This is an optimization exercise on Yosys and OpenROAD, whose aim is a short achievable clock period and few clock cycles per item, not a production implementation.
Function was checked by simulation only, so behaviour that the tests miss may differ from the original.
Power and IR drop assume default switching activity.

<file path="design/flow/design.v">
`default_nettype none
package zmips_pkg;
    localparam int XLEN   = 32;    
    localparam int REG_AW = 5;     
    localparam int PCW    = 30;    
    localparam int NEAR_W = 12;    
    localparam logic [1:0] FMT_I = 2'b10;
    localparam logic [1:0] FMT_J = 2'b11;
endpackage
`default_nettype wire
`default_nettype none
import zmips_pkg::*;
module zmips_fetch
(
    input  logic            clk,
    input  logic            rst,
    input  logic            mis_d,          
    input  logic [PCW-1:0]  alt_d,
    input  logic            mis_e,          
    input  logic [PCW-1:0]  alt_e,
    input  logic [XLEN-1:0] i_data,
    output logic [XLEN-1:0] i_addr,
    output logic [XLEN-1:0] id_instr,
    output logic            id_valid,
    output logic            id_pred,        
    output logic [PCW-1:0]  id_pc_inc       
);
    localparam int NW = NEAR_W;
    logic [PCW-1:0]    pc, pc_inc, near_tgt, f_next, d_next;
    logic [PCW-NW-1:0] hi_inc, hi_dec;
    logic [NW:0]       lo_sum;
    logic              is_j, is_b, pred, near;
    logic              s_inc, s_dec, s_same;
    assign i_addr = {pc, 2'b00};
    assign pc_inc = pc + 1'b1;
    assign hi_inc = pc[PCW-1:NW] + 1'b1;
    assign hi_dec = pc[PCW-1:NW] - 1'b1;
    assign is_j = (i_data[31:30] == FMT_J);
    assign is_b = (i_data[31:30] == FMT_I);
    assign near = (i_data[25:NW-1] == '0) | (i_data[25:NW-1] == '1);
    assign pred = near & ((i_data[27:26] == 2'd3) | i_data[25]
                          | (i_data[27:26] == 2'd0 & ~i_data[29]));
    assign lo_sum = {1'b0, pc[NW-1:0]} + {1'b0, i_data[NW-1:0]} + 1'b1;
    assign s_inc  = lo_sum[NW] & ~i_data[NW-1];
    assign s_dec  = ~lo_sum[NW] & i_data[NW-1];
    assign s_same = ~(s_inc | s_dec);
    assign near_tgt = {({(PCW-NW){s_inc}} & hi_inc) | ({(PCW-NW){s_dec}} & hi_dec)
                       | ({(PCW-NW){s_same}} & pc[PCW-1:NW]),
                       lo_sum[NW-1:0]};
    always_comb
    begin
        if (is_j)
            f_next = i_data[29:0];
        else if (is_b && pred)
            f_next = near_tgt;
        else
            f_next = pc_inc;
    end
    assign d_next = mis_e ? alt_e : alt_d;
    always_ff @(posedge clk)
    begin
        if (rst)
        begin
            pc       <= '0;
            id_valid <= 1'b0;
        end
        else
        begin
            pc       <= (mis_e | mis_d) ? d_next : f_next;
            id_valid <= ~(mis_e | mis_d);
        end
    end
    always_ff @(posedge clk)
    begin
        id_instr  <= i_data;
        id_pred   <= pred;
        id_pc_inc <= pc_inc;
    end
endmodule
`default_nettype wire
`default_nettype none
import zmips_pkg::*;
module zmips_control
(
    input  logic              clk,
    input  logic              rst,
    input  logic [XLEN-1:0]   id_instr,
    input  logic              id_valid,
    input  logic              id_pred,
    input  logic [PCW-1:0]    id_pc_inc,
    input  logic              flag_z,
    input  logic              flag_c,
    input  logic              flag_n,
    input  logic              ex_zsum,
    input  logic              mis_e,          
    input  logic [XLEN-1:0]   rs_data,
    input  logic [XLEN-1:0]   rt_data,
    input  logic [XLEN-1:0]   ex_y,
    input  logic [XLEN-1:0]   wb_data,
    input  logic [REG_AW-1:0] wb_addr,
    input  logic              wb_wr,
    output logic [REG_AW-1:0] rs_addr,
    output logic [REG_AW-1:0] rt_addr,
    output logic              mis_d,
    output logic [PCW-1:0]    alt_d,
    output logic [XLEN-1:0]   ex_a,
    output logic [XLEN-1:0]   ex_b,           
    output logic [XLEN-1:0]   ex_bx,          
    output logic              ex_op_pass,
    output logic              ex_op_and,
    output logic              ex_op_or,
    output logic              ex_op_xor,
    output logic              ex_op_arith,
    output logic              ex_op_sll,
    output logic              ex_op_srl,
    output logic              ex_op_sra,
    output logic [4:0]        ex_shamt,
    output logic              ex_cin_one,
    output logic [REG_AW-1:0] ex_dest,
    output logic              ex_wr_reg,
    output logic              ex_store,
    output logic              ex_wr_z,
    output logic              ex_wr_c,
    output logic              ex_wr_n,
    output logic              ex_br,          
    output logic [1:0]        ex_br_cc,
    output logic              ex_br_k,
    output logic [PCW-1:0]    ex_br_alt
);
    logic              valid, is_r, is_imm, is_b, is_cond;
    logic [3:0]        code;
    logic [1:0]        cc;
    logic              wr_f, fr, k, use_reg, use_live, defer;
    logic              m_reg, m_live;
    logic [PCW-1:0]    br_tgt;
    logic              fwd_a, fwd_b, sub;
    logic [XLEN-1:0]   a_val, rs_val, rt_val, b_next;
    logic [REG_AW-1:0] dest;
    assign valid   = id_valid & ~mis_e;
    assign is_r    = valid & ~id_instr[31];
    assign is_imm  = id_instr[30];
    assign is_b    = valid & (id_instr[31:30] == FMT_I);
    assign cc      = id_instr[27:26];
    assign is_cond = is_b & (cc != 2'd3);
    assign code    = is_imm ? 4'b0000 : {id_instr[26], id_instr[5:3]};
    assign dest    = is_imm ? 5'd0 : id_instr[15:11];
    assign sub     = (code == 4'b0101);
    assign rs_addr = id_instr[25:21];
    assign rt_addr = id_instr[20:16];
    always_comb
    begin
        case (cc)
            2'd0:    begin wr_f = ex_wr_z; fr = flag_z; end
            2'd1:    begin wr_f = ex_wr_c; fr = flag_c; end
            default: begin wr_f = ex_wr_n; fr = flag_n; end
        endcase
    end
    assign k        = ~(id_instr[29] ^ id_pred);
    assign use_reg  = ~wr_f;
    assign use_live = wr_f & (cc == 2'd0) & ex_op_arith;
    assign defer    = wr_f & ~use_live;
    assign m_reg    = (is_b & (cc == 2'd3) & ~id_pred) | (is_cond & use_reg & (fr ^ k));
    assign m_live   = is_cond & use_live;
    assign mis_d    = m_reg | (m_live & (ex_zsum ^ k));
    assign br_tgt   = id_pc_inc + {{(PCW-26){id_instr[25]}}, id_instr[25:0]};
    assign alt_d    = id_pred ? id_pc_inc : br_tgt;
    assign rs_val = (wb_wr && wb_addr == rs_addr) ? wb_data : rs_data;
    assign rt_val = (wb_wr && wb_addr == rt_addr) ? wb_data : rt_data;
    assign a_val  = is_imm ? {{6{id_instr[25]}}, id_instr[25:0]} : rs_val;
    assign fwd_a  = ~is_imm & ex_wr_reg & (ex_dest == rs_addr);
    assign fwd_b  = ex_wr_reg & (ex_dest == rt_addr);
    assign b_next = fwd_b ? ex_y : rt_val;
    always_ff @(posedge clk)
    begin
        ex_a      <= fwd_a ? ex_y : a_val;
        ex_b      <= b_next;
        ex_bx     <= b_next ^ {XLEN{sub}};
        ex_shamt  <= id_instr[10:6];
        ex_dest   <= dest;
        ex_op_and <= (code == 4'b0001);
        ex_op_or  <= (code == 4'b0010);
        ex_op_xor <= (code == 4'b0011);
        ex_op_arith <= (code == 4'b0100) | sub;
        ex_op_sll <= (code == 4'b1000);
        ex_op_srl <= (code == 4'b1010);
        ex_op_sra <= (code == 4'b1011);
        ex_op_pass <= ~((code[3:2] == 2'b00 & code[1:0] != 2'b00) | code == 4'b0100
                        | code == 4'b0101 | code == 4'b1000 | code == 4'b1010
                        | code == 4'b1011);
        ex_cin_one <= sub & ~id_instr[28];
        ex_br_cc  <= cc;
        ex_br_k   <= k;
        ex_br_alt <= alt_d;
    end
    always_ff @(posedge clk)
    begin
        if (rst)
        begin
            ex_wr_reg <= 1'b0;
            ex_store  <= 1'b0;
            ex_wr_z   <= 1'b0;
            ex_wr_c   <= 1'b0;
            ex_wr_n   <= 1'b0;
            ex_br     <= 1'b0;
        end
        else
        begin
            ex_wr_reg <= is_r & id_instr[28];
            ex_store  <= is_r & id_instr[29] & ~id_instr[28];
            ex_wr_z   <= is_r & id_instr[0];
            ex_wr_c   <= is_r & id_instr[1];
            ex_wr_n   <= is_r & id_instr[2];
            ex_br     <= is_cond & defer;
        end
    end
endmodule
`default_nettype wire
`default_nettype none
import zmips_pkg::*;
module zmips_regfile
(
    input  logic              clk,
    input  logic [REG_AW-1:0] rs_addr,
    input  logic [REG_AW-1:0] rt_addr,
    input  logic [REG_AW-1:0] wr_addr,
    input  logic [XLEN-1:0]   wr_data,
    input  logic              wr,
    output logic [XLEN-1:0]   rs_data,
    output logic [XLEN-1:0]   rt_data
);
    logic [31:0][XLEN-1:0] regs;
    always_ff @(posedge clk)
    begin
        for (int i = 0; i < 32; i++)
            if (wr && wr_addr == 5'(i))
                regs[i] <= wr_data;
    end
    assign rs_data = regs[rs_addr];
    assign rt_data = regs[rt_addr];
endmodule
`default_nettype wire
`default_nettype none
import zmips_pkg::*;
module zmips_alu
(
    input  logic [XLEN-1:0] a,
    input  logic [XLEN-1:0] bx,         
    input  logic            op_pass,    
    input  logic            op_and,
    input  logic            op_or,
    input  logic            op_xor,
    input  logic            op_arith,   
    input  logic            op_sll,
    input  logic            op_srl,
    input  logic            op_sra,
    input  logic [4:0]      shamt,
    input  logic            cin,
    output logic [XLEN-1:0] y,
    output logic            zero,
    output logic            zsum,       
    output logic            cout,
    output logic            neg
);
    logic [XLEN-1:0] y_and, y_or, y_xor, y_sll, y_sr;
    logic [XLEN:0]   sum;
    logic [XLEN-1:0] m_sll, m_sr;
    logic            z_and, z_or, z_xor, z_a, z_sll, z_sr;
    assign sum   = {1'b0, a} + {1'b0, bx} + {{XLEN{1'b0}}, cin};
    assign y_and = a & bx;
    assign y_or  = a | bx;
    assign y_xor = a ^ bx;
    assign y_sll = a << shamt;
    assign y_sr  = $signed({op_sra & a[XLEN-1], a}) >>> shamt;
    assign y = ({XLEN{op_pass}} & a) | ({XLEN{op_and}} & y_and) | ({XLEN{op_or}} & y_or)
             | ({XLEN{op_xor}} & y_xor) | ({XLEN{op_arith}} & sum[XLEN-1:0])
             | ({XLEN{op_sll}} & y_sll) | ({XLEN{op_srl | op_sra}} & y_sr);
    assign zsum  = &((a ^ bx) ~^ {a[XLEN-2:0] | bx[XLEN-2:0], cin});
    assign z_and = ~|y_and;
    assign z_or  = ~|y_or;
    assign z_xor = ~|y_xor;
    assign z_a   = ~|a;
    assign m_sll = {XLEN{1'b1}} >> shamt;
    assign m_sr  = {XLEN{1'b1}} << shamt;
    assign z_sll = ~|(a & m_sll);
    assign z_sr  = ~|(a & m_sr);
    assign zero = (op_pass & z_a) | (op_and & z_and) | (op_or & z_or) | (op_xor & z_xor)
                | (op_arith & zsum) | (op_sll & z_sll) | ((op_srl | op_sra) & z_sr);
    assign cout = op_arith & sum[XLEN];
    assign neg  = (op_pass & a[XLEN-1]) | (op_and & y_and[XLEN-1]) | (op_or & y_or[XLEN-1])
                | (op_xor & y_xor[XLEN-1]) | (op_arith & sum[XLEN-1])
                | (op_sll & y_sll[XLEN-1]) | (op_srl & (shamt == 5'd0) & a[XLEN-1])
                | (op_sra & a[XLEN-1]);
endmodule
`default_nettype wire
`default_nettype none
import zmips_pkg::*;
module zmips_execute
(
    input  logic              clk,
    input  logic              rst,
    input  logic [XLEN-1:0]   ex_a,
    input  logic [XLEN-1:0]   ex_b,
    input  logic [XLEN-1:0]   ex_bx,
    input  logic              ex_op_pass,
    input  logic              ex_op_and,
    input  logic              ex_op_or,
    input  logic              ex_op_xor,
    input  logic              ex_op_arith,
    input  logic              ex_op_sll,
    input  logic              ex_op_srl,
    input  logic              ex_op_sra,
    input  logic [4:0]        ex_shamt,
    input  logic              ex_cin_one,
    input  logic [REG_AW-1:0] ex_dest,
    input  logic              ex_wr_reg,
    input  logic              ex_store,
    input  logic              ex_wr_z,
    input  logic              ex_wr_c,
    input  logic              ex_wr_n,
    input  logic              ex_br,
    input  logic [1:0]        ex_br_cc,
    input  logic              ex_br_k,
    input  logic [PCW-1:0]    ex_br_alt,
    output logic [XLEN-1:0]   ex_y,
    output logic              ex_zsum,
    output logic              flag_z,
    output logic              flag_c,
    output logic              flag_n,
    output logic              mis_e,
    output logic [PCW-1:0]    alt_e,
    output logic [XLEN-1:0]   wb_data,
    output logic [REG_AW-1:0] wb_addr,
    output logic              wb_wr,
    output logic [XLEN-1:0]   d_addr,
    output logic [XLEN-1:0]   d_wdata,
    output logic              d_wr
);
    logic ex_z, ex_c, ex_n, fsel;
    zmips_alu u_alu (
        .a        (ex_a),
        .bx       (ex_bx),
        .op_pass  (ex_op_pass),
        .op_and   (ex_op_and),
        .op_or    (ex_op_or),
        .op_xor   (ex_op_xor),
        .op_arith (ex_op_arith),
        .op_sll   (ex_op_sll),
        .op_srl   (ex_op_srl),
        .op_sra   (ex_op_sra),
        .shamt    (ex_shamt),
        .cin      (ex_cin_one | flag_c),
        .y        (ex_y),
        .zero     (ex_z),
        .zsum     (ex_zsum),
        .cout     (ex_c),
        .neg      (ex_n)
    );
    always_comb
    begin
        case (ex_br_cc)
            2'd0:    fsel = flag_z;
            2'd1:    fsel = flag_c;
            default: fsel = flag_n;
        endcase
    end
    assign mis_e = ex_br & (fsel ^ ex_br_k);
    assign alt_e = ex_br_alt;
    always_ff @(posedge clk)
    begin
        if (rst)
        begin
            flag_z <= 1'b0;
            flag_c <= 1'b0;
            flag_n <= 1'b0;
        end
        else
        begin
            if (ex_wr_z) flag_z <= ex_z;
            if (ex_wr_c) flag_c <= ex_c;
            if (ex_wr_n) flag_n <= ex_n;
        end
    end
    always_ff @(posedge clk)
    begin
        if (rst)
            d_wr <= 1'b0;
        else
            d_wr <= ex_store;
    end
    always_ff @(posedge clk)
    begin
        d_addr  <= ex_y & {XLEN{ex_store}};
        d_wdata <= ex_b & {XLEN{ex_store}};
    end
    always_ff @(posedge clk)
    begin
        if (rst)
            wb_wr <= 1'b0;
        else
            wb_wr <= ex_wr_reg;
    end
    always_ff @(posedge clk)
    begin
        wb_data <= ex_y;
        wb_addr <= ex_dest;
    end
endmodule
`default_nettype wire
`default_nettype none
import zmips_pkg::*;
module zmips_top
(
    input  logic            clk,
    input  logic            rst,
    input  logic [XLEN-1:0] i_data,
    output logic [XLEN-1:0] i_addr,
    output logic [XLEN-1:0] d_addr,
    output logic [XLEN-1:0] d_wdata,
    output logic            d_wr
);
    logic [XLEN-1:0]   id_instr;
    logic              id_valid, id_pred;
    logic [PCW-1:0]    id_pc_inc, alt_d, alt_e;
    logic              mis_d, mis_e;
    logic [REG_AW-1:0] rs_addr, rt_addr;
    logic [XLEN-1:0]   rs_data, rt_data;
    logic [XLEN-1:0]   ex_a, ex_b, ex_bx, ex_y;
    logic              ex_op_pass, ex_op_and, ex_op_or, ex_op_xor, ex_op_arith;
    logic              ex_op_sll, ex_op_srl, ex_op_sra;
    logic [4:0]        ex_shamt;
    logic              ex_cin_one;
    logic [REG_AW-1:0] ex_dest;
    logic              ex_wr_reg, ex_store, ex_wr_z, ex_wr_c, ex_wr_n;
    logic              ex_br, ex_br_k;
    logic [1:0]        ex_br_cc;
    logic [PCW-1:0]    ex_br_alt;
    logic              ex_zsum;
    logic              flag_z, flag_c, flag_n;
    logic [XLEN-1:0]   wb_data;
    logic [REG_AW-1:0] wb_addr;
    logic              wb_wr;
    zmips_fetch u_fetch (
        .clk, .rst, .mis_d, .alt_d, .mis_e, .alt_e, .i_data, .i_addr,
        .id_instr, .id_valid, .id_pred, .id_pc_inc
    );
    zmips_control u_control (
        .clk, .rst, .id_instr, .id_valid, .id_pred, .id_pc_inc,
        .flag_z, .flag_c, .flag_n, .ex_zsum, .mis_e,
        .rs_data, .rt_data, .ex_y, .wb_data, .wb_addr, .wb_wr, .rs_addr, .rt_addr,
        .mis_d, .alt_d,
        .ex_a, .ex_b, .ex_bx, .ex_op_pass, .ex_op_and, .ex_op_or, .ex_op_xor,
        .ex_op_arith, .ex_op_sll, .ex_op_srl, .ex_op_sra,
        .ex_shamt, .ex_cin_one, .ex_dest, .ex_wr_reg, .ex_store,
        .ex_wr_z, .ex_wr_c, .ex_wr_n, .ex_br, .ex_br_cc, .ex_br_k, .ex_br_alt
    );
    zmips_regfile u_regfile (
        .clk, .rs_addr, .rt_addr,
        .wr_addr (wb_addr),
        .wr_data (wb_data),
        .wr      (wb_wr),
        .rs_data, .rt_data
    );
    zmips_execute u_execute (
        .clk, .rst, .ex_a, .ex_b, .ex_bx,
        .ex_op_pass, .ex_op_and, .ex_op_or, .ex_op_xor, .ex_op_arith,
        .ex_op_sll, .ex_op_srl, .ex_op_sra, .ex_shamt, .ex_cin_one,
        .ex_dest, .ex_wr_reg, .ex_store, .ex_wr_z, .ex_wr_c, .ex_wr_n,
        .ex_br, .ex_br_cc, .ex_br_k, .ex_br_alt,
        .ex_y, .ex_zsum, .flag_z, .flag_c, .flag_n, .mis_e, .alt_e,
        .wb_data, .wb_addr, .wb_wr, .d_addr, .d_wdata, .d_wr
    );
endmodule
`default_nettype wire
</file>
<file path="design/flow/flow/run.sh">
#!/bin/bash
export ADDER_MAP_FILE=
export SETUP_SLACK_MARGIN=7.0
export BUFFER_PORTS_ARGS="-buffer_cell sky130_fd_sc_hd__buf_4"
bash standard.sh > standard.log 2>&1
</file>
<file path="design/flow/standard.sh">
#!/bin/bash
# synth_recipe.tcl (not shown) runs the flow's synth.tcl, then flattens the netlist and writes it again
# the make line also repeats each setting of config.mk as NAME=value (left out here)
make -C /OpenROAD-flow-scripts/flow DESIGN_CONFIG=/design/flow/config.mk WORK_HOME=/design/flow/orfs CLKGATE_MAP_FILE= SYNTH_SCRIPT=/design/flow/synth_recipe.tcl "${@:-finish}"
</file>
<file path="design/flow/config.mk">
export PLATFORM = sky130hd
export DESIGN_NAME = zmips_top
export DESIGN_NICKNAME = zmips_top
export VERILOG_FILES = /design/flow/design.v
export SDC_FILE = /design/flow/constraint.sdc
export NUM_CORES = 4
export LEC_CHECK = 0
export CAP_MARGIN = 20
export CORE_MARGIN = 2
export CORE_UTILIZATION = 40
export SLEW_MARGIN = 20
</file>
<file path="design/flow/constraint.sdc">
create_clock -name core_clock -period 10.5 [get_ports {clk}]
set_input_delay 2.1000 -clock core_clock [delete_from_list [all_inputs] [get_ports {clk}]]
set_output_delay 2.1000 -clock core_clock [all_outputs]
set_load 0.01 [all_outputs]
</file>
==> flow_summary.json, run 1 <==
{
  "status": "complete, no violations",
  "drive_gt1_share_pct": 31.5,
  "async_flop_share_pct": 0,
  "start_kind": "input port",
  "cp.required_ns": 11.16,
  "coreArea_sq_um": 173000,
  "r2r_setup_slack_ns": 6.73,
  "crit_start": "i_data[1]",
  "tightest_slew_ns": 1.04,
  "fmax_mhz": 260,
  "cp_max_fo": 6,
  "finalPower_mw": 13.9,
  "clk_pin_slew_ns": 0.06,
  "fp-row-count": 153,
  "fin_crit_ns": 3.84,
  "arrival_ns": 4.50,
  "setup_violations": 0,
  "endpoint": "u_fetch.pc[17]",
  "syn_to_final_growth_pct": 16.1,
  "synth-edff-count": 1024,
  "yosysUniqueCellTypes": 97,
  "drc": 0,
  "grt_overflow": 0,
  "regMostFlops": "u_regfile.regs",
  "final-hold-violation-count": 0,
  "htreeDepth": 4,
  "hpwl_um": 145000,
  "drv_slew": 0,
  "insertion_delay_ns": 0.80,
  "clock_path_buffers": 3,
  "fin_crit_sh_pct": 36.6,
  "yosysWarnings": 4,
  "grt_pass1_wl_um": 346000,
  "detail-route-antenna-nets": 0,
  "reg2reg_to": "u_fetch.pc[25]",
  "max-slew-margin-rel_pct": 30.6,
  "start_util_pct": 40.2,
  "antenna_found_initial": 6,
  "die_h_um": 422,
  "place.gp.congestion": 1.00,
  "largest_reg_flops": 1024,
  "ys_ff_latch": 1378,
  "avgSynthCellArea_sq_um": 14.1,
  "firstDrtPassIters": 5,
  "fin_skew_ns": 0.0306,
  "synth_ff_type": "edfxtp_1",
  "ir_drop_v": 0.000107,
  "cts_tree": "done",
  "setup_tns_ns": 0,
  "power_density_nw_per_um2": 172,
  "cts_made_buffers": 143,
  "rr_startpoint": "u_control.ex_a[20]",
  "layout.nets": 5038,
  "hold_path.class": "register to register",
  "syn_area_sq_um": 69700,
  "max-cap-violations": 0,
  "grt_max_degree": 76,
  "die_area_sq_um": 178000,
  "ys_seq_area_share_pct": 54.3,
  "io-pin-count": 131,
  "ff2ff_path_depth": 13,
  "first_iter_violations": 7514,
  "synthCells": 4935,
  "cts_root_buf": "clkbuf_16",
  "wl_um": 244000,
  "track_usage_pct": 26.8,
  "leakage_nw": 27.0,
  "viasPerCell": 6.47,
  "grt_pass1_vias": 47100,
  "crit_type": "input port to register",
  "cts_sinks": 1378,
  "crit_path_end_kind": "register",
  "wl_per_cell_um": 32.7,
  "rsz0062_at_grt": "true",
  "die_x_um": 422,
  "nFillCells": 15100,
  "dp.cells": 7072,
  "vias": 48200,
  "final_cells": 7450,
  "portBuffers": 128
}
[worst max-delay path, stage by stage]
cell	delay, ns
buf_12	0.11
a211oi_4	0.22
o21ai_2	0.10
maj3_2	0.36
a2bb2oi_4	0.26
buf_6	0.14
a2bb2oi_4	0.18
or2_4	0.22
buf_6	0.12
buf_6	0.10
o32ai_2	0.07
xor2_1	0.14
a221oi_1	0.24
o22ai_1	0.12
[layer usage]
layer	track usage [%]	share of wire [%]
met1	36.2	39
met3	5.02	9.7
met2	42.1	47
met4	12.3	5.0
met5	0	0
[layout make-up]
cell class	instances	area [sq um]	area share (%)
Sequential cell	1378	38100	47.0
Multi-Input combinational cell	3041	31400	38.8
Clock buffer	184	3930	4.86
Timing Repair Buffer	368	3540	4.38
Tap cell	2325	2910	3.59
Clock inverter	76	828	1.02
Inverter	72	278	0.343
Antenna cell	6	15.0	0.0185
[through the flow]
| step | hold WS [ns] | area [sq um] | util (%) | setup slack, ns |
|---|---|---|---|---|
| final | 0.393 | 80900 | 46.7 | 6.66 |
| after global placement | 0.387 | 73300 | 42.3 | 5.35 |
| after CTS | 0.393 | 80000 | 46.1 | 6.69 |
| after global routing | 0.405 | 80900 | 46.7 | 6.61 |
| after detailed placement | 0.382 | 73300 | 42.3 | 5.46 |
| after floorplan | 0.329 | 69900 | - | 6.08 |
[cell families after synthesis]
| group | Yosys count | synth area share, % |
|---|---|---|
| mux | 806 | 23.9 |
| simple gates | 1086 | 7.29 |
| xor+xnor | 246 | 3.11 |
| compound gates | 856 | 7.90 |
| fa+ha+maj | 42 | 0.606 |
| flops | 1378 | 54.3 |
| buf+inv | 520 | 2.93 |
| other cells | 1 | 0.00538 |
[placed cells by master (no fill, tap or decap), types with 136 or more instances in the layout]
| cell type | synthesis | final |
|---|---|---|
| a21oi_1 | 230 | 210 |
| xnor2_1 | 145 | 136 |
| edfxtp_1 | 1024 | 1024 |
| dfxtp_1 | 354 | 248 |
| buf_4 | 12 | 297 |
| nor2_1 | 373 | 325 |
| mux4_2 | 686 | 686 |
| o21ai_0 | 208 | 185 |
| clkbuf_16 | 0 | 154 |
| nand2_1 | 295 | 291 |
[worst min-delay path by stage]
stage	startpoint	endpoint	slack, ns	cells past startpoint
2_1_floorplan	u_fetch.id_instr[26]	u_control.ex_br_cc[0]	0.33	0
3_3_place_gp	u_control.ex_dest[3]	u_execute.wb_addr[3]	0.39	0
3_5_place_dp	u_control.ex_dest[3]	u_execute.wb_addr[3]	0.38	0
4_1_cts	u_control.ex_dest[3]	u_execute.wb_addr[3]	0.39	0
5_1_grt	u_control.ex_dest[1]	u_execute.wb_addr[1]	0.41	0
6_report	u_control.ex_dest[3]	u_execute.wb_addr[3]	0.39	0
[synth_stat cells (34+ instances only)]
| master | n | share of area [%] |
|---|---|---|
| nor2b_1 | 44 | 0.39 |
| nand3_1 | 66 | 0.47 |
| xnor2_1 | 145 | 1.8 |
| a31oi_1 | 40 | 0.36 |
| buf_2 | 35 | 0.25 |
| buf_1 | 92 | 0.50 |
| xor2_1 | 99 | 1.2 |
| nand4_1 | 40 | 0.36 |
| o22a_1 | 46 | 0.58 |
| mux2i_1 | 111 | 1.6 |
| nor4_1 | 34 | 0.31 |
| nand2_1 | 295 | 1.6 |
| o21ai_0 | 208 | 1.5 |
| nor2_1 | 373 | 2.0 |
| nor3_1 | 49 | 0.35 |
| clkbuf_1 | 308 | 1.7 |
| o211ai_1 | 58 | 0.62 |
| edfxtp_1 | 1024 | 44 |
| mux4_2 | 686 | 22 |
| a21oi_1 | 230 | 1.7 |
| inv_1 | 67 | 0.36 |
| o22ai_1 | 52 | 0.47 |
| dfxtp_1 | 354 | 10 |
| maj3_1 | 40 | 0.57 |
| and2_1 | 64 | 0.57 |
[timing repair]
| action | CTS | global route |
|---|---|---|
| buffers inserted | 62 | 36 |
| hold buffers | 0 | 0 |
| resized for setup | 285 | 102 |
| gates cloned | 9 | 5 |
| setup endpoints to repair | 227 | 124 |
| pin swaps | 47 | 41 |
[where the power goes]
part | internal (mW) | switching [mW] | total [mW] | leakage (nW)
Clock | 3.00 | 2.22 | 5.22 | 2.32
Combinational | 0.872 | 1.29 | 2.16 | 12.4
Sequential | 6.18 | 0.362 | 6.54 | 12.3
Total | 10.1 | 3.87 | 13.9 | 27.0
Testbench counts, summed over its fixed seeds: cycles 40,522, instrs 37,437.
==> run 2: changes to the inputs <==
--- a/design/flow/design.v
+++ b/design/flow/design.v
@@ -4,5 +4,6 @@
     localparam int REG_AW = 5;     
     localparam int PCW    = 30;    
-    localparam int NEAR_W = 12;    
+    localparam int BTB_AW = 3;     
+    localparam int BTB_N  = 8;     
     localparam logic [1:0] FMT_I = 2'b10;
     localparam logic [1:0] FMT_J = 2'b11;
@@ -19,4 +20,7 @@
     input  logic            mis_e,          
     input  logic [PCW-1:0]  alt_e,
+    input  logic            btb_wr,         
+    input  logic [PCW-1:0]  btb_wr_pc,
+    input  logic [PCW-1:0]  btb_wr_tgt,
     input  logic [XLEN-1:0] i_data,
     output logic [XLEN-1:0] i_addr,
@@ -24,34 +28,36 @@
     output logic            id_valid,
     output logic            id_pred,        
-    output logic [PCW-1:0]  id_pc_inc       
+    output logic [PCW-1:0]  id_pc,          
+    output logic [PCW-1:0]  id_pc_inc,      
+    output logic [31:0]     id_rs_oh,       
+    output logic [31:0]     id_rt_oh
 );
-    localparam int NW = NEAR_W;
-    logic [PCW-1:0]    pc, pc_inc, near_tgt, f_next, d_next;
-    logic [PCW-NW-1:0] hi_inc, hi_dec;
-    logic [NW:0]       lo_sum;
-    logic              is_j, is_b, pred, near;
-    logic              s_inc, s_dec, s_same;
+    localparam int NB = BTB_N;
+    logic [PCW-1:0]         pc, pc_inc, f_next, d_next, btb_tgt;
+    logic [NB-1:0]          btb_v, hit;
+    logic [NB-1:0][PCW-1:0] btb_pc, btb_to;
+    logic [BTB_AW-1:0]      btb_ptr;
+    logic                   is_j, btb_hit;
+    logic                   fill;
+    logic [PCW-1:0]         fill_pc, fill_tgt;
     assign i_addr = {pc, 2'b00};
     assign pc_inc = pc + 1'b1;
-    assign hi_inc = pc[PCW-1:NW] + 1'b1;
-    assign hi_dec = pc[PCW-1:NW] - 1'b1;
+    always_comb
+    begin
+        btb_tgt = '0;
+        for (int i = 0; i < NB; i++)
+        begin
+            hit[i]  = btb_v[i] & (btb_pc[i] == pc);
+            btb_tgt = btb_tgt | (btb_to[i] & {PCW{hit[i]}});
+        end
+    end
+    assign btb_hit = |hit;
     assign is_j = (i_data[31:30] == FMT_J);
-    assign is_b = (i_data[31:30] == FMT_I);
-    assign near = (i_data[25:NW-1] == '0) | (i_data[25:NW-1] == '1);
-    assign pred = near & ((i_data[27:26] == 2'd3) | i_data[25]
-                          | (i_data[27:26] == 2'd0 & ~i_data[29]));
-    assign lo_sum = {1'b0, pc[NW-1:0]} + {1'b0, i_data[NW-1:0]} + 1'b1;
-    assign s_inc  = lo_sum[NW] & ~i_data[NW-1];
-    assign s_dec  = ~lo_sum[NW] & i_data[NW-1];
-    assign s_same = ~(s_inc | s_dec);
-    assign near_tgt = {({(PCW-NW){s_inc}} & hi_inc) | ({(PCW-NW){s_dec}} & hi_dec)
-                       | ({(PCW-NW){s_same}} & pc[PCW-1:NW]),
-                       lo_sum[NW-1:0]};
     always_comb
     begin
         if (is_j)
             f_next = i_data[29:0];
-        else if (is_b && pred)
-            f_next = near_tgt;
+        else if (btb_hit)
+            f_next = btb_tgt;
         else
             f_next = pc_inc;
@@ -74,6 +80,40 @@
     begin
         id_instr  <= i_data;
-        id_pred   <= pred;
+        id_pred   <= btb_hit & ~is_j;
+        id_pc     <= pc;
         id_pc_inc <= pc_inc;
+        id_rs_oh  <= 32'd1 << i_data[25:21];
+        id_rt_oh  <= 32'd1 << i_data[20:16];
+    end
+    always_ff @(posedge clk)
+    begin
+        if (rst)
+        begin
+            fill    <= 1'b0;
+            btb_v   <= '0;
+            btb_ptr <= '0;
+        end
+        else
+        begin
+            fill <= btb_wr;
+            if (fill)
+            begin
+                for (int i = 0; i < NB; i++)
+                    if (btb_ptr == i)
+                        btb_v[i] <= 1'b1;
+                btb_ptr <= btb_ptr + 1'b1;
+            end
+        end
+    end
+    always_ff @(posedge clk)
+    begin
+        fill_pc  <= btb_wr_pc;
+        fill_tgt <= btb_wr_tgt;
+        for (int i = 0; i < NB; i++)
+            if (fill && btb_ptr == i)
+            begin
+                btb_pc[i] <= fill_pc;
+                btb_to[i] <= fill_tgt;
+            end
     end
 endmodule
@@ -88,4 +128,5 @@
     input  logic              id_valid,
     input  logic              id_pred,
+    input  logic [PCW-1:0]    id_pc,
     input  logic [PCW-1:0]    id_pc_inc,
     input  logic              flag_z,
@@ -104,4 +145,7 @@
     output logic              mis_d,
     output logic [PCW-1:0]    alt_d,
+    output logic              btb_wr,
+    output logic [PCW-1:0]    btb_wr_pc,
+    output logic [PCW-1:0]    btb_wr_tgt,
     output logic [XLEN-1:0]   ex_a,
     output logic [XLEN-1:0]   ex_b,           
@@ -131,5 +175,5 @@
     logic [3:0]        code;
     logic [1:0]        cc;
-    logic              wr_f, fr, k, use_reg, use_live, defer;
+    logic              wr_f, fr, k, st, use_reg, use_live, defer;
     logic              m_reg, m_live;
     logic [PCW-1:0]    br_tgt;
@@ -157,12 +201,17 @@
     end
     assign k        = ~(id_instr[29] ^ id_pred);
+    assign st       = (cc == 2'd3) | id_instr[25] | (cc == 2'd0 & ~id_instr[29]);
     assign use_reg  = ~wr_f;
     assign use_live = wr_f & (cc == 2'd0) & ex_op_arith;
     assign defer    = wr_f & ~use_live;
-    assign m_reg    = (is_b & (cc == 2'd3) & ~id_pred) | (is_cond & use_reg & (fr ^ k));
+    assign m_reg    = (is_b & (cc == 2'd3) & ~id_pred) | (is_cond & use_reg & (fr ^ k))
+                    | (is_cond & defer & st & ~id_pred);
     assign m_live   = is_cond & use_live;
     assign mis_d    = m_reg | (m_live & (ex_zsum ^ k));
     assign br_tgt   = id_pc_inc + {{(PCW-26){id_instr[25]}}, id_instr[25:0]};
     assign alt_d    = id_pred ? id_pc_inc : br_tgt;
+    assign btb_wr     = is_b & st & ~id_pred;
+    assign btb_wr_pc  = id_pc;
+    assign btb_wr_tgt = br_tgt;
     assign rs_val = (wb_wr && wb_addr == rs_addr) ? wb_data : rs_data;
     assign rt_val = (wb_wr && wb_addr == rt_addr) ? wb_data : rt_data;
@@ -190,6 +239,6 @@
         ex_cin_one <= sub & ~id_instr[28];
         ex_br_cc  <= cc;
-        ex_br_k   <= k;
-        ex_br_alt <= alt_d;
+        ex_br_k   <= ~(id_instr[29] ^ st);       
+        ex_br_alt <= st ? id_pc_inc : br_tgt;
     end
     always_ff @(posedge clk)
@@ -221,6 +270,6 @@
 (
     input  logic              clk,
-    input  logic [REG_AW-1:0] rs_addr,
-    input  logic [REG_AW-1:0] rt_addr,
+    input  logic [31:0]       rs_oh,      
+    input  logic [31:0]       rt_oh,
     input  logic [REG_AW-1:0] wr_addr,
     input  logic [XLEN-1:0]   wr_data,
@@ -236,6 +285,14 @@
                 regs[i] <= wr_data;
     end
-    assign rs_data = regs[rs_addr];
-    assign rt_data = regs[rt_addr];
+    always_comb
+    begin
+        rs_data = '0;
+        rt_data = '0;
+        for (int i = 0; i < 32; i++)
+        begin
+            rs_data = rs_data | (regs[i] & {XLEN{rs_oh[i]}});
+            rt_data = rt_data | (regs[i] & {XLEN{rt_oh[i]}});
+        end
+    end
 endmodule
 `default_nettype wire
@@ -421,7 +478,10 @@
     logic [XLEN-1:0]   id_instr;
     logic              id_valid, id_pred;
-    logic [PCW-1:0]    id_pc_inc, alt_d, alt_e;
+    logic [PCW-1:0]    id_pc, id_pc_inc, alt_d, alt_e;
+    logic              btb_wr;
+    logic [PCW-1:0]    btb_wr_pc, btb_wr_tgt;
     logic              mis_d, mis_e;
     logic [REG_AW-1:0] rs_addr, rt_addr;
+    logic [31:0]       id_rs_oh, id_rt_oh;
     logic [XLEN-1:0]   rs_data, rt_data;
     logic [XLEN-1:0]   ex_a, ex_b, ex_bx, ex_y;
@@ -441,12 +501,13 @@
     logic              wb_wr;
     zmips_fetch u_fetch (
-        .clk, .rst, .mis_d, .alt_d, .mis_e, .alt_e, .i_data, .i_addr,
-        .id_instr, .id_valid, .id_pred, .id_pc_inc
+        .clk, .rst, .mis_d, .alt_d, .mis_e, .alt_e,
+        .btb_wr, .btb_wr_pc, .btb_wr_tgt, .i_data, .i_addr,
+        .id_instr, .id_valid, .id_pred, .id_pc, .id_pc_inc, .id_rs_oh, .id_rt_oh
     );
     zmips_control u_control (
-        .clk, .rst, .id_instr, .id_valid, .id_pred, .id_pc_inc,
+        .clk, .rst, .id_instr, .id_valid, .id_pred, .id_pc, .id_pc_inc,
         .flag_z, .flag_c, .flag_n, .ex_zsum, .mis_e,
         .rs_data, .rt_data, .ex_y, .wb_data, .wb_addr, .wb_wr, .rs_addr, .rt_addr,
-        .mis_d, .alt_d,
+        .mis_d, .alt_d, .btb_wr, .btb_wr_pc, .btb_wr_tgt,
         .ex_a, .ex_b, .ex_bx, .ex_op_pass, .ex_op_and, .ex_op_or, .ex_op_xor,
         .ex_op_arith, .ex_op_sll, .ex_op_srl, .ex_op_sra,
@@ -455,5 +516,7 @@
     );
     zmips_regfile u_regfile (
-        .clk, .rs_addr, .rt_addr,
+        .clk,
+        .rs_oh   (id_rs_oh),
+        .rt_oh   (id_rt_oh),
         .wr_addr (wb_addr),
         .wr_data (wb_data),
==> run 2 against run 1 <==
  * Global-route usage is 8.1 points higher
  * Clock-buffer cell count rose by 102
  * Cell count grew 35%
  * Clock skew up 0.040 ns
==> flow_summary.json, run 2 <==
{
  "track_usage_pct": 34.9,
  "die_x_um": 468,
  "clock_path_buffers": 3,
  "largest_reg_flops": 1024,
  "grt_pass1_wl_um": 533000,
  "status": "complete, no violations",
  "synth_top_area_share_pct": 52.5,
  "ys_ff_latch": 2024,
  "register_area_sq_um": 56000,
  "final_cells": 10000,
  "synth_ff_type": "edfxtp_1",
  "detail-route-antenna-nets": 0,
  "viasPerCell": 7.10,
  "cp_max_fo": 17,
  "insertion_delay_ns": 0.90,
  "die_area_sq_um": 219000,
  "regMostFlops": "u_regfile.regs",
  "tightest_slew_ns": 1.26,
  "first_iter_violations": 15700,
  "yosysUniqueCellTypes": 95,
  "endpoint": "u_control.ex_a[0]",
  "drc": 0,
  "ir_drop_v": 0.000139,
  "wl_um": 399000,
  "die_h_um": 468,
  "power_density_nw_per_um2": 191,
  "drv_slew": 0,
  "start_util_pct": 40.2,
  "setup_violations": 0,
  "start_kind": "register",
  "max-slew-margin-rel_pct": 15.2,
  "ys_seq_area_share_pct": 64.6,
  "nFillCells": 18600,
  "fmax_mhz": 272,
  "fin_crit_ns": 3.67,
  "dp.cells": 9459,
  "r2r_setup_slack_ns": 6.83,
  "htreeDepth": 4,
  "finalPower_mw": 19.5,
  "ff2ff_path_depth": 7,
  "whs_ns": 0.325,
  "grt_overflow": 0,
  "portBuffers": 128,
  "arrival_ns": 4.31,
  "final_cell_mix": "edfxtp_1, a22oi_1, buf_4",
  "final_common_cell": "edfxtp_1",
  "preCtsSetupSlack_ns": 5.88,
  "synth-edff-count": 1504,
  "largestRegisters": "u_regfile.regs: 1024 flops, u_fetch.btb_pc: 240 flops, u_fetch.btb_to: 240 flops",
  "syn_to_final_growth_pct": 18.4,
  "avgSynthCellArea_sq_um": 12.7,
  "cts_sinks": 2024,
  "multi_input_area_sq_um": 30200,
  "wl_per_cell_um": 39.8,
  "async_flop_share_pct": 0,
  "crit_type": "register to register",
  "fin_crit_sh_pct": 35.0,
  "cts_tree": "done",
  "crit_start": "u_fetch.id_rs_oh[10]",
  "vias": 71300,
  "synth_commonest_cells": "edfxtp_1, a22oi_1, dfxtp_1, nor2_1, clkbuf_1",
  "layout_setup_ws_ns": 6.83,
  "firstDrtPassIters": 13,
  "post-route-util_pct": 47.6,
  "synthCells": 6771,
  "rsz0062_at_grt": "true",
  "rr_startpoint": "u_fetch.id_rs_oh[10]",
  "synth_area_leaders": "edfxtp_1, dfxtp_1, a22oi_1",
  "clk_pin_slew_ns": 0.06,
  "hpwl_um": 230000,
  "final-hold-violation-count": 0,
  "reg2reg_to": "u_control.ex_a[0]",
  "fin_skew_ns": 0.0708,
  "place.gp.congestion": 1.01,
  "yosys.area.top_type": "edfxtp_1",
  "grt_max_degree": 72,
  "cts_made_buffers": 203,
  "grt_pass1_vias": 65900,
  "yosysMostFrequentCell": "edfxtp_1",
  "antenna_found_initial": 34,
  "drive_gt1_share_pct": 19.1,
  "leakage_nw": 34.1,
  "design_area_sq_um": 102000,
  "fp-row-count": 170,
  "hold_buffers": 0,
  "max-cap-violations": 0,
  "cp.required_ns": 11.14,
  "syn_area_sq_um": 86100,
  "coreArea_sq_um": 214000,
  "io-pin-count": 131,
  "place_area_sq_um": 91000,
  "hold_depth": 0,
  "yosysWarnings": 4,
  "hold_path.class": "register to register",
  "layout.nets": 7031,
  "cts_root_buf": "clkbuf_16",
  "setup_tns_ns": 0,
  "crit_path_end_kind": "register"
}
==> run 2: cell count changes after synthesis, sizes merged, moves of 87 or more <==
cell / change
a221oi: +164
a22o: +163
a22oi: +807
clkbuf: +87
dfxtp: +166
edfxtp: +480
mux4: -676
nand3: +106
nand4: +237
xnor2: +203
==> run 2: critical path: stages, from the launching register on <==
cell,delay (ns)
dfxtp_2,1.08
buf_4,0.60
a22oi_1,0.18
nand4_1,0.19
nor4_1,0.09
a211oi_1,0.58
a21oi_1,0.09
o21ai_0,0.66
==> run 2: layout make-up <==
class | instances | area share, %
repair inverters | 4 | 0.0442
flip-flops and latches | 2024 | 54.9
diodes | 21 | 0.0516
clock buffers | 286 | 5.65
multi-input cells | 4170 | 29.6
inverters | 59 | 0.241
well taps | 2838 | 3.48
repair buffers | 535 | 4.86
clock inverters | 98 | 1.16
==> run 2: worst min path at each step <==
stage | start | endpoint
after floorplan | u_fetch.id_pc[0] | u_fetch.fill_pc[0]
after global placement | u_fetch.id_pc[19] | u_fetch.fill_pc[19]
after detailed placement | u_fetch.id_pc[22] | u_fetch.fill_pc[22]
after CTS | u_fetch.id_pc[23] | u_fetch.fill_pc[23]
after global routing | u_fetch.id_pc[4] | u_fetch.fill_pc[4]
final | u_fetch.id_pc[23] | u_fetch.fill_pc[23]
==> run 2: power by group <==
group / switching (mW) / total [mW] / internal (mW)
combinational: 1.49 / 2.28 / 0.797
sequential: 0.581 / 9.65 / 9.07
clock: 3.25 / 7.55 / 4.30
total: 5.32 / 19.5 / 14.2
==> run 2: cell families (layout without fill, tap and decap cells) <==
logic type | count (synthesis) | after routing | share of synthesized area, %
other | 1 | 23 | 0.00436
buffers and inverters | 578 | 982 | 2.66
AOI/OAI and AO/OA | 1957 | 1957 | 16.5
xor gates and xnor gates | 487 | 487 | 4.96
DFF | 2024 | 2024 | 64.6
muxes | 129 | 129 | 1.67
and+or+nand+nor | 1568 | 1568 | 9.33
adders and majority gates | 27 | 27 | 0.314
==> run 2: layer usage <==
metal,routed length [um],vias to the layer above,GRT usage [%]
met3,63200,1981,14.1
met4,32900,24,21.8
met5,333,-,0.615
met1,139000,35000,44.0
li1,-,27200,-
met2,163000,7140,49.6
==> run 2: timing repair <==
action                     CTS  global route
resized for setup          366           201
pin swaps                   11            52
gates cloned                 3            10
setup buffers              101            54
setup endpoints to repair  229           112
Testbench counts of run 2, summed over its fixed seeds: cycles 41,146, instrs 37,437.
==> run 3: changes to the inputs <==
--- a/design/flow/design.v
+++ b/design/flow/design.v
@@ -6,4 +6,6 @@
     localparam int BTB_AW = 3;     
     localparam int BTB_N  = 8;     
+    localparam int BTB_TW = 8;     
+    localparam int LP_W   = 4;     
     localparam logic [1:0] FMT_I = 2'b10;
     localparam logic [1:0] FMT_J = 2'b11;
@@ -29,4 +31,11 @@
     output logic            id_pred,        
     output logic [PCW-1:0]  id_pc,          
+    output logic [PCW-1:0]  id_btb_pc,      
+    output logic            id_lp,          
+    output logic [BTB_N-1:0] id_hit_oh,     
+    input  logic            lp_upd,         
+    input  logic            lp_fill_res,    
+    input  logic            lp_taken,
+    input  logic [BTB_N-1:0] lp_oh,
     output logic [PCW-1:0]  id_pc_inc,      
     output logic [31:0]     id_rs_oh,       
@@ -34,6 +43,7 @@
 );
     localparam int NB = BTB_N;
-    logic [PCW-1:0]         pc, pc_inc, f_next, d_next, btb_tgt;
-    logic [NB-1:0]          btb_v, hit;
+    logic [PCW-1:0]         pc, pc_inc, f_next, d_next, btb_tgt, hit_pc;
+    logic [NB-1:0]          btb_v, hit, thit, lexit;
+    logic [NB-1:0][LP_W-1:0] lp_cnt, lp_trip;
     logic [NB-1:0][PCW-1:0] btb_pc, btb_to;
     logic [BTB_AW-1:0]      btb_ptr;
@@ -41,13 +51,18 @@
     logic                   fill;
     logic [PCW-1:0]         fill_pc, fill_tgt;
-    assign i_addr = {pc, 2'b00};
+    logic [PCW-1:0] pc_port_n;
+    assign i_addr = {~pc_port_n, 2'b00};
     assign pc_inc = pc + 1'b1;
     always_comb
     begin
         btb_tgt = '0;
+        hit_pc  = '0;
         for (int i = 0; i < NB; i++)
         begin
-            hit[i]  = btb_v[i] & (btb_pc[i] == pc);
-            btb_tgt = btb_tgt | (btb_to[i] & {PCW{hit[i]}});
+            lexit[i] = (lp_trip[i] != '0) & (lp_cnt[i] + 1'b1 == lp_trip[i]);
+            thit[i]  = btb_v[i] & (btb_pc[i][BTB_TW-1:0] == pc[BTB_TW-1:0]);
+            hit[i]   = thit[i] & ~lexit[i];
+            btb_tgt  = btb_tgt | (btb_to[i] & {PCW{hit[i]}});
+            hit_pc   = hit_pc | (btb_pc[i] & {PCW{thit[i]}});
         end
     end
@@ -68,11 +83,13 @@
         if (rst)
         begin
-            pc       <= '0;
-            id_valid <= 1'b0;
+            pc        <= '0;
+            pc_port_n <= '1;
+            id_valid  <= 1'b0;
         end
         else
         begin
-            pc       <= (mis_e | mis_d) ? d_next : f_next;
-            id_valid <= ~(mis_e | mis_d);
+            pc        <= (mis_e | mis_d) ? d_next : f_next;
+            pc_port_n <= ~((mis_e | mis_d) ? d_next : f_next);
+            id_valid  <= ~(mis_e | mis_d);
         end
     end
@@ -82,4 +99,7 @@
         id_pred   <= btb_hit & ~is_j;
         id_pc     <= pc;
+        id_btb_pc <= hit_pc;
+        id_lp     <= |(thit & lexit) & ~is_j;
+        id_hit_oh <= thit;
         id_pc_inc <= pc_inc;
         id_rs_oh  <= 32'd1 << i_data[25:21];
@@ -102,4 +122,6 @@
                     if (btb_ptr == i)
                         btb_v[i] <= 1'b1;
+                    else if (btb_pc[i][BTB_TW-1:0] == fill_pc[BTB_TW-1:0])
+                        btb_v[i] <= 1'b0;
                 btb_ptr <= btb_ptr + 1'b1;
             end
@@ -117,4 +139,34 @@
             end
     end
+    always_ff @(posedge clk)
+    begin
+        if (rst)
+        begin
+            lp_cnt  <= '0;
+            lp_trip <= '0;
+        end
+        else
+        begin
+            for (int i = 0; i < NB; i++)
+                if (fill && btb_ptr == i)
+                begin
+                    lp_cnt[i]  <= LP_W'(lp_fill_res & lp_taken);
+                    lp_trip[i] <= LP_W'(lp_fill_res & ~lp_taken);
+                end
+                else if (lp_upd && lp_oh[i])
+                begin
+                    if (lp_taken)
+                    begin
+                        if (lp_cnt[i] != '1)
+                            lp_cnt[i] <= lp_cnt[i] + 1'b1;
+                    end
+                    else
+                    begin
+                        lp_trip[i] <= (lp_cnt[i] == '1) ? '0 : lp_cnt[i] + 1'b1;
+                        lp_cnt[i]  <= '0;
+                    end
+                end
+        end
+    end
 endmodule
 `default_nettype wire
@@ -129,4 +181,7 @@
     input  logic              id_pred,
     input  logic [PCW-1:0]    id_pc,
+    input  logic [PCW-1:0]    id_btb_pc,
+    input  logic              id_lp,
+    input  logic [BTB_N-1:0]  id_hit_oh,
     input  logic [PCW-1:0]    id_pc_inc,
     input  logic              flag_z,
@@ -145,4 +200,8 @@
     output logic              mis_d,
     output logic [PCW-1:0]    alt_d,
+    output logic              lp_upd,
+    output logic              lp_fill_res,    
+    output logic              lp_taken,
+    output logic [BTB_N-1:0]  lp_oh,
     output logic              btb_wr,
     output logic [PCW-1:0]    btb_wr_pc,
@@ -170,4 +229,5 @@
     output logic [1:0]        ex_br_cc,
     output logic              ex_br_k,
+    output logic              ex_br_always,   
     output logic [PCW-1:0]    ex_br_alt
 );
@@ -175,5 +235,5 @@
     logic [3:0]        code;
     logic [1:0]        cc;
-    logic              wr_f, fr, k, st, use_reg, use_live, defer;
+    logic              wr_f, fr, k, st, st_raw, use_reg, use_live, defer, bogus, full;
     logic              m_reg, m_live;
     logic [PCW-1:0]    br_tgt;
@@ -200,6 +260,9 @@
         endcase
     end
+    assign full     = (id_btb_pc == id_pc);
+    assign bogus    = valid & id_pred & ~full;
     assign k        = ~(id_instr[29] ^ id_pred);
-    assign st       = (cc == 2'd3) | id_instr[25] | (cc == 2'd0 & ~id_instr[29]);
+    assign st_raw   = (cc == 2'd3) | id_instr[25] | (cc == 2'd0 & ~id_instr[29]);
+    assign st       = st_raw & ~(id_lp & full);
     assign use_reg  = ~wr_f;
     assign use_live = wr_f & (cc == 2'd0) & ex_op_arith;
@@ -208,8 +271,23 @@
                     | (is_cond & defer & st & ~id_pred);
     assign m_live   = is_cond & use_live;
-    assign mis_d    = m_reg | (m_live & (ex_zsum ^ k));
+    assign mis_d    = bogus | m_reg | (m_live & (ex_zsum ^ k));
     assign br_tgt   = id_pc_inc + {{(PCW-26){id_instr[25]}}, id_instr[25:0]};
     assign alt_d    = id_pred ? id_pc_inc : br_tgt;
-    assign btb_wr     = is_b & st & ~id_pred;
+    assign btb_wr     = is_b & st & (~id_pred | bogus);
+    always_ff @(posedge clk)
+    begin
+        if (rst)
+        begin
+            lp_upd      <= 1'b0;
+            lp_fill_res <= 1'b0;
+        end
+        else
+        begin
+            lp_upd      <= is_cond & (id_pred | id_lp) & full & (use_reg | use_live);
+            lp_fill_res <= is_cond & (use_reg | use_live);
+        end
+        lp_taken <= ~((use_live ? ex_zsum : fr) ^ id_instr[29]);
+        lp_oh    <= id_hit_oh;
+    end
     assign btb_wr_pc  = id_pc;
     assign btb_wr_tgt = br_tgt;
@@ -239,6 +317,7 @@
         ex_cin_one <= sub & ~id_instr[28];
         ex_br_cc  <= cc;
-        ex_br_k   <= ~(id_instr[29] ^ st);       
-        ex_br_alt <= st ? id_pc_inc : br_tgt;
+        ex_br_k      <= ~(id_instr[29] ^ (st & ~bogus));
+        ex_br_always <= bogus & (cc == 2'd3);
+        ex_br_alt    <= (st & ~bogus) ? id_pc_inc : br_tgt;
     end
     always_ff @(posedge clk)
@@ -260,5 +339,5 @@
             ex_wr_c   <= is_r & id_instr[1];
             ex_wr_n   <= is_r & id_instr[2];
-            ex_br     <= is_cond & defer;
+            ex_br     <= (is_cond & defer) | (is_b & bogus);
         end
     end
@@ -378,4 +457,5 @@
     input  logic [1:0]        ex_br_cc,
     input  logic              ex_br_k,
+    input  logic              ex_br_always,
     input  logic [PCW-1:0]    ex_br_alt,
     output logic [XLEN-1:0]   ex_y,
@@ -421,5 +501,5 @@
         endcase
     end
-    assign mis_e = ex_br & (fsel ^ ex_br_k);
+    assign mis_e = ex_br & (ex_br_always | (fsel ^ ex_br_k));
     assign alt_e = ex_br_alt;
     always_ff @(posedge clk)
@@ -478,6 +558,8 @@
     logic [XLEN-1:0]   id_instr;
     logic              id_valid, id_pred;
-    logic [PCW-1:0]    id_pc, id_pc_inc, alt_d, alt_e;
+    logic [PCW-1:0]    id_pc, id_btb_pc, id_pc_inc, alt_d, alt_e;
     logic              btb_wr;
+    logic              id_lp, lp_upd, lp_fill_res, lp_taken;
+    logic [BTB_N-1:0]  id_hit_oh, lp_oh;
     logic [PCW-1:0]    btb_wr_pc, btb_wr_tgt;
     logic              mis_d, mis_e;
@@ -492,5 +574,5 @@
     logic [REG_AW-1:0] ex_dest;
     logic              ex_wr_reg, ex_store, ex_wr_z, ex_wr_c, ex_wr_n;
-    logic              ex_br, ex_br_k;
+    logic              ex_br, ex_br_k, ex_br_always;
     logic [1:0]        ex_br_cc;
     logic [PCW-1:0]    ex_br_alt;
@@ -503,8 +585,10 @@
         .clk, .rst, .mis_d, .alt_d, .mis_e, .alt_e,
         .btb_wr, .btb_wr_pc, .btb_wr_tgt, .i_data, .i_addr,
-        .id_instr, .id_valid, .id_pred, .id_pc, .id_pc_inc, .id_rs_oh, .id_rt_oh
+        .id_instr, .id_valid, .id_pred, .id_pc, .id_btb_pc, .id_pc_inc, .id_rs_oh, .id_rt_oh,
+        .id_lp, .id_hit_oh, .lp_upd, .lp_fill_res, .lp_taken, .lp_oh
     );
     zmips_control u_control (
-        .clk, .rst, .id_instr, .id_valid, .id_pred, .id_pc, .id_pc_inc,
+        .clk, .rst, .id_instr, .id_valid, .id_pred, .id_pc, .id_btb_pc, .id_pc_inc,
+        .id_lp, .id_hit_oh, .lp_upd, .lp_fill_res, .lp_taken, .lp_oh,
         .flag_z, .flag_c, .flag_n, .ex_zsum, .mis_e,
         .rs_data, .rt_data, .ex_y, .wb_data, .wb_addr, .wb_wr, .rs_addr, .rt_addr,
@@ -513,5 +597,5 @@
         .ex_op_arith, .ex_op_sll, .ex_op_srl, .ex_op_sra,
         .ex_shamt, .ex_cin_one, .ex_dest, .ex_wr_reg, .ex_store,
-        .ex_wr_z, .ex_wr_c, .ex_wr_n, .ex_br, .ex_br_cc, .ex_br_k, .ex_br_alt
+        .ex_wr_z, .ex_wr_c, .ex_wr_n, .ex_br, .ex_br_cc, .ex_br_k, .ex_br_always, .ex_br_alt
     );
     zmips_regfile u_regfile (
@@ -529,5 +613,5 @@
         .ex_op_sll, .ex_op_srl, .ex_op_sra, .ex_shamt, .ex_cin_one,
         .ex_dest, .ex_wr_reg, .ex_store, .ex_wr_z, .ex_wr_c, .ex_wr_n,
-        .ex_br, .ex_br_cc, .ex_br_k, .ex_br_alt,
+        .ex_br, .ex_br_cc, .ex_br_k, .ex_br_always, .ex_br_alt,
         .ex_y, .ex_zsum, .flag_z, .flag_c, .flag_n, .mis_e, .alt_e,
         .wb_data, .wb_addr, .wb_wr, .d_addr, .d_wdata, .d_wr
==> run 3 against run 2 <==
  * Maximum frequency increased by 1.4%
  * Via count increased by 4.6%
  * Final area increased by 3.7%
  * Still clean on timing, DRC and antenna
  * Cell count increased by 6.2%
  * Flip-flop and latch count increased by 145
  * Sequential share of layout area increased by 0.84 points
  * Sequential power increased by 7%
  * Critical path type unchanged
  * Clock-buffer cell count decreased by 11
==> flow_summary.json, run 3 <==
{
  "top_layer": "met5",
  "cts_made_buffers": 212,
  "clock_path_buffers": 3,
  "setup_violations": 0,
  "crit_slowest_cell": "nor4_1",
  "hpwl_um": 233000,
  "cts_sinks": 2169,
  "grt_max_degree": 91,
  "syn_area_sq_um": 91500,
  "die_h_um": 482,
  "synth_commonest_cells": "edfxtp_1, a22oi_1, dfxtp_1, nor2_1, clkbuf_1",
  "crit_family": "compound AO/OA/AOI/OAI gates",
  "viasPerCell": 7.00,
  "largestRegisters": "u_regfile.regs: 1024 flops, u_fetch.btb_pc: 240 flops, u_fetch.btb_to: 240 flops",
  "synthCells": 7416,
  "grt_pass1_wl_um": 551000,
  "dr_wl_met2_um": 168000,
  "fin_crit_ns": 3.62,
  "wl_um": 408000,
  "drv_slew": 0,
  "wl_met3_um": 62100,
  "grt_pass1_vias": 69100,
  "cts_tree": "done",
  "leakage_nw": 35.4,
  "final-hold-violation-count": 0,
  "detail-route-antenna-nets": 0,
  "arrival_ns": 4.40,
  "m1WireLength_um": 145000,
  "synth-edff-count": 1504,
  "firstDrtPassIters": 13,
  "max-slew-margin-rel_pct": 20.6,
  "clk_pin_slew_ns": 0.06,
  "tightest_slew_ns": 1.18,
  "nFillCells": 20100,
  "place.gp.congestion": 1.01,
  "antenna_found_initial": 31,
  "fin_skew_ns": 0.0389,
  "yosysUniqueCellTypes": 90,
  "hold_depth": 0,
  "final_cell_mix": "edfxtp_1, a22oi_1, dfxtp_1",
  "synth_ff_type": "edfxtp_1",
  "setup_tns_ns": 0,
  "coreArea_sq_um": 227000,
  "yosysWarnings": 4,
  "avgSynthCellArea_sq_um": 12.3,
  "cp.required_ns": 11.28,
  "yosys.area.top_type": "edfxtp_1",
  "cp.depth": 9,
  "vias": 74600,
  "path_buf_inv": 1,
  "wl_per_cell_um": 38.3,
  "first_iter_violations": 16100,
  "async_flop_share_pct": 0,
  "hold_path.class": "register to register",
  "rsz0062_at_grt": "true",
  "multi_input_area_sq_um": 32000,
  "whs_ns": 0.326,
  "max-cap-violations": 0,
  "die_x_um": 482,
  "layout.nets": 7477,
  "htreeDepth": 4,
  "fin_crit_sh_pct": 34.5,
  "ff2ff_path_depth": 9,
  "drive_gt1_share_pct": 16.3,
  "ir_drop_v": 0.000154,
  "track_usage_pct": 33.7,
  "portBuffers": 128,
  "crit_type": "register to register",
  "finalPower_mw": 20.2,
  "fp-row-count": 175,
  "start_kind": "register",
  "crit_chain": "buf_4 -> a22o_1 -> a221oi_1 -> nand3_1 -> nor4_1 -> nand2_1 -> o211ai_1 -> o21ai_0 -> xnor2_1",
  "synth_area_leaders": "edfxtp_1, dfxtp_1, a22oi_1",
  "slowest_delay_ns": 0.83,
  "io-pin-count": 131,
  "dp.cells": 10200,
  "final_common_cell": "edfxtp_1",
  "die_area_sq_um": 233000,
  "start_util_pct": 40.2,
  "status": "complete, no violations",
  "drc": 0,
  "register_area_sq_um": 58900,
  "crit_path_end_kind": "register",
  "ys_ff_latch": 2169,
  "power_density_nw_per_um2": 191,
  "cp_max_fo": 32,
  "largest_reg_flops": 1024,
  "yosysMostFrequentCell": "edfxtp_1",
  "grt_overflow": 0,
  "cts_root_buf": "clkbuf_16",
  "synth_top_area_share_pct": 49.3,
  "regMostFlops": "u_regfile.regs",
  "final_cells": 10700,
  "fmax_mhz": 276,
  "insertion_delay_ns": 0.92,
  "ys_seq_area_share_pct": 63.9,
  "syn_to_final_growth_pct": 15.4
}
## run 3: cells by family after synthesis
| logic type | synth area share [%] |
|---|---|
| xor gates and xnor gates | 4.09 |
| and+or+nand+nor | 9.41 |
| AOI/OAI and AO/OA | 17.2 |
| DFF | 63.9 |
| other | 0.00410 |
| buffers and inverters | 2.86 |
| muxes | 2.13 |
| adders and majority gates | 0.390 |
## run 3: final timing paths
| kind | to | startpoint | slack [ns] |
|---|---|---|---|
| max | u_control.ex_bx[9] | u_fetch.id_rt_oh[16] | 6.88 |
| max reg2reg | u_control.ex_bx[9] | u_fetch.id_rt_oh[16] | 6.88 |
| min reg2reg | u_control.lp_oh[6] | u_fetch.id_hit_oh[6] | 0.33 |
| min | u_control.lp_oh[6] | u_fetch.id_hit_oh[6] | 0.33 |
## run 3: worst register-to-register path: cells and delay by family, from the launching register on
family	cells	cell delay, ns
buffers and inverters	1	0.45
xor gates and xnor gates	1	0.31
and+or+nand+nor	3	1.09
AOI/OAI and AO/OA	4	1.39
DFF	1	0.31
## run 3: metrics by stage
| stage | instance area [sq um] | util, % | setup WS [ns] |
|---|---|---|---|
| after floorplan | 91600 | - | 6.89 |
| after global placement | 96100 | 42.2 | 5.81 |
| after detailed placement | 96200 | 42.3 | 5.77 |
| after CTS | 105000 | 46.0 | 6.93 |
| after global routing | 106000 | 46.4 | 6.91 |
| final | 106000 | 46.4 | 6.88 |
## run 3: layout make-up
cell class / count / area share (%)
tap: 3009 / 3.56
timing repair buffer: 379 / 3.16
clock buffer: 275 / 5.48
clock inverter: 127 / 1.32
sequential: 2169 / 55.7
multi-input combinational: 4567 / 30.3
inverter: 114 / 0.422
antenna: 14 / 0.0332
## run 3: power breakdown
part / total [mW] / switching [mW] / internal [mW]
sequential: 10.3 / 0.675 / 9.63
combinational: 1.98 / 1.26 / 0.716
clock: 7.94 / 3.47 / 4.48
## run 3: repair_timing
item / in CTS / in global routing
buffers inserted: 19 / 39
endpoints found under the setup margin: 268 / 187
resized for setup: 293 / 164
hold buffers: 0 / 0
gates cloned: 2 / 3
pin swaps: 11 / 35
## run 3: layer usage
layer,global-route usage (%),vias up
li1,-,29000
met1,43.2,36300
met2,48.4,7229
met3,12.2,2001
met4,20.7,24
met5,0.163,-
Testbench counts of run 3, summed over its fixed seeds: cycles 40,823, instrs 37,437.

what the ideal ports hide:
In the flow no input, the clock included, has a driving cell. The finished layouts below were timed again as built, in two steps. Step 1 sets driving cells, clkbuf_16 on the clock port and buf_2 on the other inputs (assumed; they add their load-dependent delay and slew). Step 2 adds t to the input delays and takes it off the output delays; t is the mean of the earliest and latest rising clock arrival at the registers after step 1. Input paths then give back, and output paths get back, about the clock's delay inside the block. Slacks: ideal / step 1 / step 2; pairs: ideal / step 1.
run | t, ns | setup slack, ns | pins driven straight from the clock port
run 1 | 0.865 | 6.660 / 6.685 / 5.820 | 1
run 2 | 0.940 | 6.827 / 6.827 / 6.613 | 1
run 3 | 0.982 | 6.879 / 6.869 / 6.526 | 1
After both steps every run listed still meets setup and hold. The setup slack of run 1, which loses most, moves by +0.025 ns with the drivers and by -0.840 ns with both steps.
